Source: an optimization exercise on an open RTL-to-GDS flow (aim: small area and a short achievable clock period). Production flows keep margins and buffers that such runs may drop. The RTL was checked by simulation tests, not by an equivalence proof against the original design. Power is estimated from default activity; no workload was simulated.

==> design.v <==
module regfile_4r2w (
  input  logic         clk,
  input  logic         rst,
  input  logic [19:0]  rd_addr,
  output logic [127:0] rd_data,
  input  logic [1:0]   wr_en,
  input  logic [9:0]   wr_addr,
  input  logic [63:0]  wr_data,
  output logic         ready,
  output logic         wr_conflict
);
  regfile_multiport #(
    .DATA_W(32), .ADDR_W(5), .NUM_RD(4), .NUM_WR(2), .ZERO_REG(1)
  ) u_rf (
    .clk(clk), .rst(rst), .rd_addr(rd_addr), .rd_data(rd_data), .wr_en(wr_en),
    .wr_addr(wr_addr), .wr_data(wr_data), .ready(ready), .wr_conflict(wr_conflict)
  );
endmodule

module regfile_multiport #(
  parameter int DATA_W   = 32,
  parameter int ADDR_W   = 5,
  parameter int NUM_RD   = 2,
  parameter int NUM_WR   = 2,
  parameter int ZERO_REG = 1
) (
  input  logic                     clk,
  input  logic                     rst,
  input  logic [NUM_RD*ADDR_W-1:0] rd_addr,
  output logic [NUM_RD*DATA_W-1:0] rd_data,
  input  logic [NUM_WR-1:0]        wr_en,
  input  logic [NUM_WR*ADDR_W-1:0] wr_addr,
  input  logic [NUM_WR*DATA_W-1:0] wr_data,
  output logic                     ready,
  output logic                     wr_conflict
);
  localparam int DEPTH = 1 << ADDR_W;
  typedef enum logic {
    S_CLEAR = 1'b0,
    S_READY = 1'b1
  } state_t;
  state_t state, state_nxt;
  logic [ADDR_W-1:0] cnt;
  logic              clearing;
  logic              accepting;
  logic [ADDR_W-1:0] ra [NUM_RD];
  logic [ADDR_W-1:0] wa [NUM_WR];
  logic [DATA_W-1:0] wd [NUM_WR];
  logic [DATA_W-1:0] rd_next [NUM_RD];
  logic [NUM_WR-1:0] wr_live;
  logic              conflict_nxt;
  logic [DATA_W-1:0] mem [DEPTH];
  for (genvar p = 0; p < NUM_RD; p++) begin : g_rd_unpack
    assign ra[p] = rd_addr[p*ADDR_W +: ADDR_W];
  end
  for (genvar w = 0; w < NUM_WR; w++) begin : g_wr_unpack
    assign wa[w] = wr_addr[w*ADDR_W +: ADDR_W];
    assign wd[w] = wr_data[w*DATA_W +: DATA_W];
  end
  always_ff @(posedge clk) begin
    if (rst) begin
      state <= S_CLEAR;
    end else begin
      state <= state_nxt;
    end
  end
  always_comb begin
    state_nxt = state;
    unique case (state)
      S_CLEAR: if (cnt == ADDR_W'(DEPTH - 1)) state_nxt = S_READY;
      S_READY: state_nxt = S_READY;
      default: state_nxt = S_CLEAR;
    endcase
  end
  always_comb begin
    clearing  = 1'b0;
    accepting = 1'b0;
    ready     = 1'b0;
    unique case (state)
      S_CLEAR: clearing = 1'b1;
      S_READY: begin
        accepting = 1'b1;
        ready     = 1'b1;
      end
      default: clearing = 1'b1;
    endcase
  end
  always_ff @(posedge clk) begin
    if (rst) begin
      cnt <= '0;
    end else if (clearing) begin
      cnt <= cnt + 1'b1;
    end
  end
  always_comb begin
    for (int w = 0; w < NUM_WR; w++) begin
      wr_live[w] = accepting && wr_en[w] && !((ZERO_REG != 0) && (wa[w] == '0));
    end
  end
  always_comb begin
    conflict_nxt = 1'b0;
    for (int i = 0; i < NUM_WR; i++) begin
      for (int j = i + 1; j < NUM_WR; j++) begin
        if (accepting && wr_en[i] && wr_en[j] && (wa[i] == wa[j])) begin
          conflict_nxt = 1'b1;
        end
      end
    end
  end
  always_ff @(posedge clk) begin
    if (rst) begin
      wr_conflict <= 1'b0;
    end else begin
      wr_conflict <= conflict_nxt;
    end
  end
  always_ff @(posedge clk) begin
    if (!rst) begin
      if (clearing) begin
        mem[cnt] <= '0;
      end
      for (int w = 0; w < NUM_WR; w++) begin
        if (wr_live[w]) begin
          mem[wa[w]] <= wd[w];
        end
      end
    end
  end
  always_comb begin
    for (int p = 0; p < NUM_RD; p++) begin
      rd_next[p] = mem[ra[p]];
      for (int w = 0; w < NUM_WR; w++) begin
        if (wr_live[w] && (wa[w] == ra[p])) begin
          rd_next[p] = wd[w];
        end
      end
      if ((ZERO_REG != 0) && (ra[p] == '0)) begin
        rd_next[p] = '0;
      end
    end
  end
  always_ff @(posedge clk) begin
    if (rst || !accepting) begin
      rd_data <= '0;
    end else begin
      for (int p = 0; p < NUM_RD; p++) begin
        rd_data[p*DATA_W +: DATA_W] <= rd_next[p];
      end
    end
  end
endmodule
==> run.sh <==
#!/bin/bash
# synth_recipe.tcl (not shown) runs the flow's synth.tcl, then flattens the netlist and writes it again
# the make line also repeats each setting of config.mk as NAME=value (left out here)
make -C /OpenROAD-flow-scripts/flow DESIGN_CONFIG=/design/flow/config.mk WORK_HOME=/design/flow/orfs CLKGATE_MAP_FILE= SYNTH_SCRIPT=/design/flow/synth_recipe.tcl finish
==> config.mk <==
export PLATFORM = sky130hd
export DESIGN_NAME = regfile_4r2w
export DESIGN_NICKNAME = regfile_4r2w
export VERILOG_FILES = /design/flow/design.v
export SDC_FILE = /design/flow/constraint.sdc
export NUM_CORES = 8
export LEC_CHECK = 0
export CAP_MARGIN = 20
export CORE_MARGIN = 2
export CORE_UTILIZATION = 40
export SLEW_MARGIN = 20
==> constraint.sdc <==
create_clock -name core_clock -period 4.0 [get_ports {clk}]
set_input_delay 0.8000 -clock core_clock [delete_from_list [all_inputs] [get_ports {clk}]]
set_output_delay 0.8000 -clock core_clock [all_outputs]
set_load 0.01 [all_outputs]
==> notes.md <==
[sequential cells by signal, indices dropped and copies added (netlist names)]
register / count
u_rf.cnt: 5
u_rf.mem: 1024
u_rf.rd_data: 128
u_rf.state: 1
u_rf.wr_conflict: 1
[per-stage QoR]
step	util, %	instance area [um2]
finish	47.6	95300
floorplan	-	80700
CTS	47.6	95200
global route	47.6	95200
detailed placement	45.3	90700
global placement	45.3	90700
[logic make-up after synthesis]
family | after synthesis | share of synthesized area, %
flip-flops | 1159 | 41.5
AO/OA/AOI/OAI | 2065 | 15.8
multiplexers | 1558 | 28.6
AND/OR/NAND/NOR | 1660 | 8.73
XOR/XNOR | 35 | 0.380
adder cells (fa/ha/maj) | 2 | 0.0310
buffers and inverters | 962 | 4.86
[cell type report]
| cell class | instances | share of cell area [%] |
|---|---|---|
| Inverter | 47 | 0.186 |
| Tap cell | 2656 | 3.49 |
| Multi-Input combinational cell | 5320 | 46.4 |
| Clock buffer | 184 | 4.02 |
| Clock inverter | 74 | 0.758 |
| Timing Repair Buffer | 841 | 10.0 |
| Sequential cell | 1159 | 35.1 |
| Antenna cell | 26 | 0.0683 |
[layer usage]
metal  up-vias  wire, um  track usage (%)
met5         -       291                0
met4        35     42800             33.5
met3      1997     74000             18.4
met2      7987    179000             58.0
met1     37109    149000             51.7
li1      29070         -                -
[cells in the final DEF, fill, tap and decap left out, types with 143 or more instances in the layout]
cell type and count:
a22oi_1 467, buf_12 212, buf_4 403, clkbuf_16 143
clkdlybuf4s50_1 208, edfxtp_1 1024, mux2i_1 930, mux4_2 593
nand2_1 1236, nand3_1 150, o21ai_0 1045
[worst min-delay path: cells and delay by family]
family	cells	cell delay, ns
AOI/OAI and AO/OA	1	0.08
buffers and inverters	1	0.29
and+or+nand+nor	1	0.12
[how the worst min path moves through the flow]
stage	start	end	slack [ns]	depth (start not counted)
CTS	wr_data[56]	u_rf.rd_data[56]	0.49	3
global route	wr_data[62]	u_rf.rd_data[126]	0.54	3
global placement	u_rf.cnt[3]	u_rf.cnt[3]	0.65	2
detailed placement	u_rf.cnt[3]	u_rf.cnt[3]	0.67	2
finish	wr_data[39]	u_rf.rd_data[39]	0.50	3
floorplan	u_rf.cnt[4]	u_rf.state	0.57	3
[report_power, final]
group          internal (mW)  switching, mW  total (mW)  leakage [nW]
Sequential              13.1         0.0861        13.1          9.04
Clock                   7.39           5.75        13.1          2.23
Combinational           1.52           2.80        4.32          19.6
Total                   22.0           8.63        30.6          30.8
==> tab_implementation.tex <==
\begin{tabular}{lr}
\hline
Metric & Value \\
\hline
\multicolumn{2}{l}{\textbf{Status}} \\
Outcome & no timing/DRC/antenna violations \\
\multicolumn{2}{l}{\textbf{Worst setup path}} \\
Register-to-register setup slack & 0.50 ns \\
Largest delay contributor family on the critical path & simple AND/OR/NAND/NOR gates \\
Critical path start-end classification & primary input to register \\
Endpoint of the most critical register-to-register path & u\_rf.rd\_data[39] \\
Timing endpoint of the critical path & u\_rf.rd\_data[39] \\
Crit-path slowest cell & mux2i\_1 \\
Crit start category & primary input \\
Required time worst endpoint & 4.71 ns \\
Category of the worst setup path capture point & register \\
Critical path depth & 8 \\
Count of buffering cells on the critical path with inverters included & 1 \\
Critical register-to-register path startpoint & u\_rf.state \\
Crit path cell chain & clkdlybuf4s50\_1, or4\_4, o21ai\_4, a21oi\_2, a211oi\_4, and2\_4, mux2i\_1, o21ai\_1 \\
Peak per-stage delay on the critical path & between 0.8 and 0.9 ns \\
Critical Path Fanout Max & 13 \\
Arrival time reported for the critical path endpoint & about 4.2 ns \\
Start point of the critical path & wr\_addr[3] \\
Depth of the worst register-to-register path & 7 \\
\multicolumn{2}{l}{\textbf{Power}} \\
Leakage power & 30.8 nW \\
Power density cells & 321 nW/um2 \\
Sum of internal, switching and leakage power & 30.6 mW \\
Maximum ir drop on the vdd rail & 0.512 mV \\
\multicolumn{2}{l}{\textbf{Global route}} \\
Vias in the first global route & 70,429 \\
Grt total ovfl & 0 \\
Number of antenna violations at the first check in global routing & 24 \\
Maximum number of pins on one net before global-route repair & 65 \\
First-pass GRT wire length & 597,000 um \\
Global routing usage summed across all routing layers & 42.3\% \\
\multicolumn{2}{l}{\textbf{Final layout}} \\
Area of the multi-input gates & 44,200 um2 \\
Layout cells sized above 1 & 21.1\% \\
Sequential Area & 33,500 um2 \\
Area delta synth->final & 18.2\% \\
Number of nets in the layout & 7,608 \\
Number of fill cells & around 18,000 \\
Filler-free cell count of the finished design & 10,307 \\
\multicolumn{2}{l}{\textbf{Routing}} \\
Drc violations & 0 \\
Final ANT Viol Nets & 0 \\
Number of DRC markers in iteration 0 & 15,461 \\
Vias per Instance & 7.39 \\
Drt wl/cell & approximately 43 um \\
Pre-antenna DRT Iters & 8 \\
Via count & 76,198 \\
Total wirelength of the detailed-routed design & around 440,000 um \\
\multicolumn{2}{l}{\textbf{Synth}} \\
Syn\_area\_per\_cell & 10.8 um2 \\
Share of the synthesized area in the top cell type & 38.2\% \\
Proportion of register bits with asynchronous set or reset after synthesis & 0\% \\
Cell type with the highest aggregate area in the netlist & edfxtp\_1 \\
Top flip-flop cell by instance count after synthesis & edfxtp\_1 \\
Mapped Area & 80,600 um2 \\
Most frequent cell after synthesis & nand2\_1 \\
Portion of the post-synthesis area used by sequential elements & 41.5\% \\
Count of mapped cells out of synthesis & 7,441 \\
Flip-flop and latch count after synthesis & approximately 1,200 \\
Number of flops mapped to enable cells by yosys & 1,024 \\
Top cells by count, synth & nand2\_1, o21ai\_0, edfxtp\_1 \\
Syn\_nets & approximately 7,500 \\
Distinct cells, synth & 83 \\
YS warnings & 5 \\
Largest cells by area after synthesis & edfxtp\_1, mux4\_2, mux2i\_1 \\
\multicolumn{2}{l}{\textbf{Clock tree}} \\
Clock root buffer & clkbuf\_16 \\
Max H-tree Level & 4 \\
Clock-pin transition on the worst setup and hold timing paths & approximately 0.06 ns \\
CTS tree & done \\
Total of hold buffers inserted after clock tree synthesis & 0 \\
Number of buffers created by CTS & between 100 and 150 \\
Clock buffer depth & 3 \\
Number of setup buffers added after CTS & 0 \\
Clock network latency to the later pin of the worst-skew pair & 0.86 ns \\
Number of gates resized after cts & 0 \\
Number of clock sinks seen by CTS & 1,159 \\
\multicolumn{2}{l}{\textbf{Min path}} \\
Class of the most critical hold timing path & primary input to register \\
\multicolumn{2}{l}{\textbf{STA}} \\
Accumulated negative setup slack & 0 ns \\
Number of setup violations in the final report & 0 \\
Max-slew violation count & 0 \\
Worst hold margin & between 0.5 and 0.6 ns \\
Final setup margin & 0.465 ns \\
Transition time of the tightest slew-check pin & about 1.2 ns \\
Final Critical Period & between 3 and 4 ns \\
Setup repair after global routing missed its margin & false \\
Highest achievable clock rate & around 0.28 GHz \\
Clock skew after layout & $\sim$0.047 ns \\
Relative slew slack & just over 20\% \\
Post-route fraction of the period consumed by the critical path & 88.4\% \\
Hold violation total from the final report & 0 \\
\multicolumn{2}{l}{\textbf{Place}} \\
Final HPWL DP & 285,000 um \\
Count of port buffers added during placement & 227 \\
Cell count after placement & approximately 10,000 \\
Placer Congestion & 1.03 \\
Worst setup slack before clock tree synthesis & -0.0902 ns \\
\multicolumn{2}{l}{\textbf{Job}} \\
Max-cap violations & 0 \\
\multicolumn{2}{l}{\textbf{Die}} \\
Number of ports placed on the die boundary & 228 \\
Initial core utilization & 40.3\% \\
Die span in y & 453 um \\
Full die area & $\sim$210,000 um2 \\
Die span in x & approximately 450 um \\
Standard-cell row count & between 150 and 200 \\
Standard cell core area & $\sim$200,000 um2 \\
\hline
\end{tabular}

-- separate check: timing with driven ports --
The results above use ideal ports. As a check the final layout listed here was re-extracted and re-timed, cells and wires unchanged. Step 1 assumes that a clkbuf_16 drives the clock port and a buf_2 every other input. Step 2 adds t to the input delays and takes it off the output delays; t is the mean of the earliest and latest rising clock arrival at the registers after step 1. Input paths then give back, and output paths get back, about the clock's delay inside the block. Three values: ideal ports, drivers, drivers and shift; two values: the first two.
shift t [ns]: 0.939
setup WS [ns]: 0.465 / 0.500 / -0.407
worst hold slack (ns): 0.500 / 0.430 / 0.708
slew at the worst register clock pin (ns): 0.07 / 0.07
Met with ideal ports but missed after step 2: setup timing in this run. For this run, drivers alone change the setup slack by +0.035 ns; drivers and shift together by -0.872 ns.
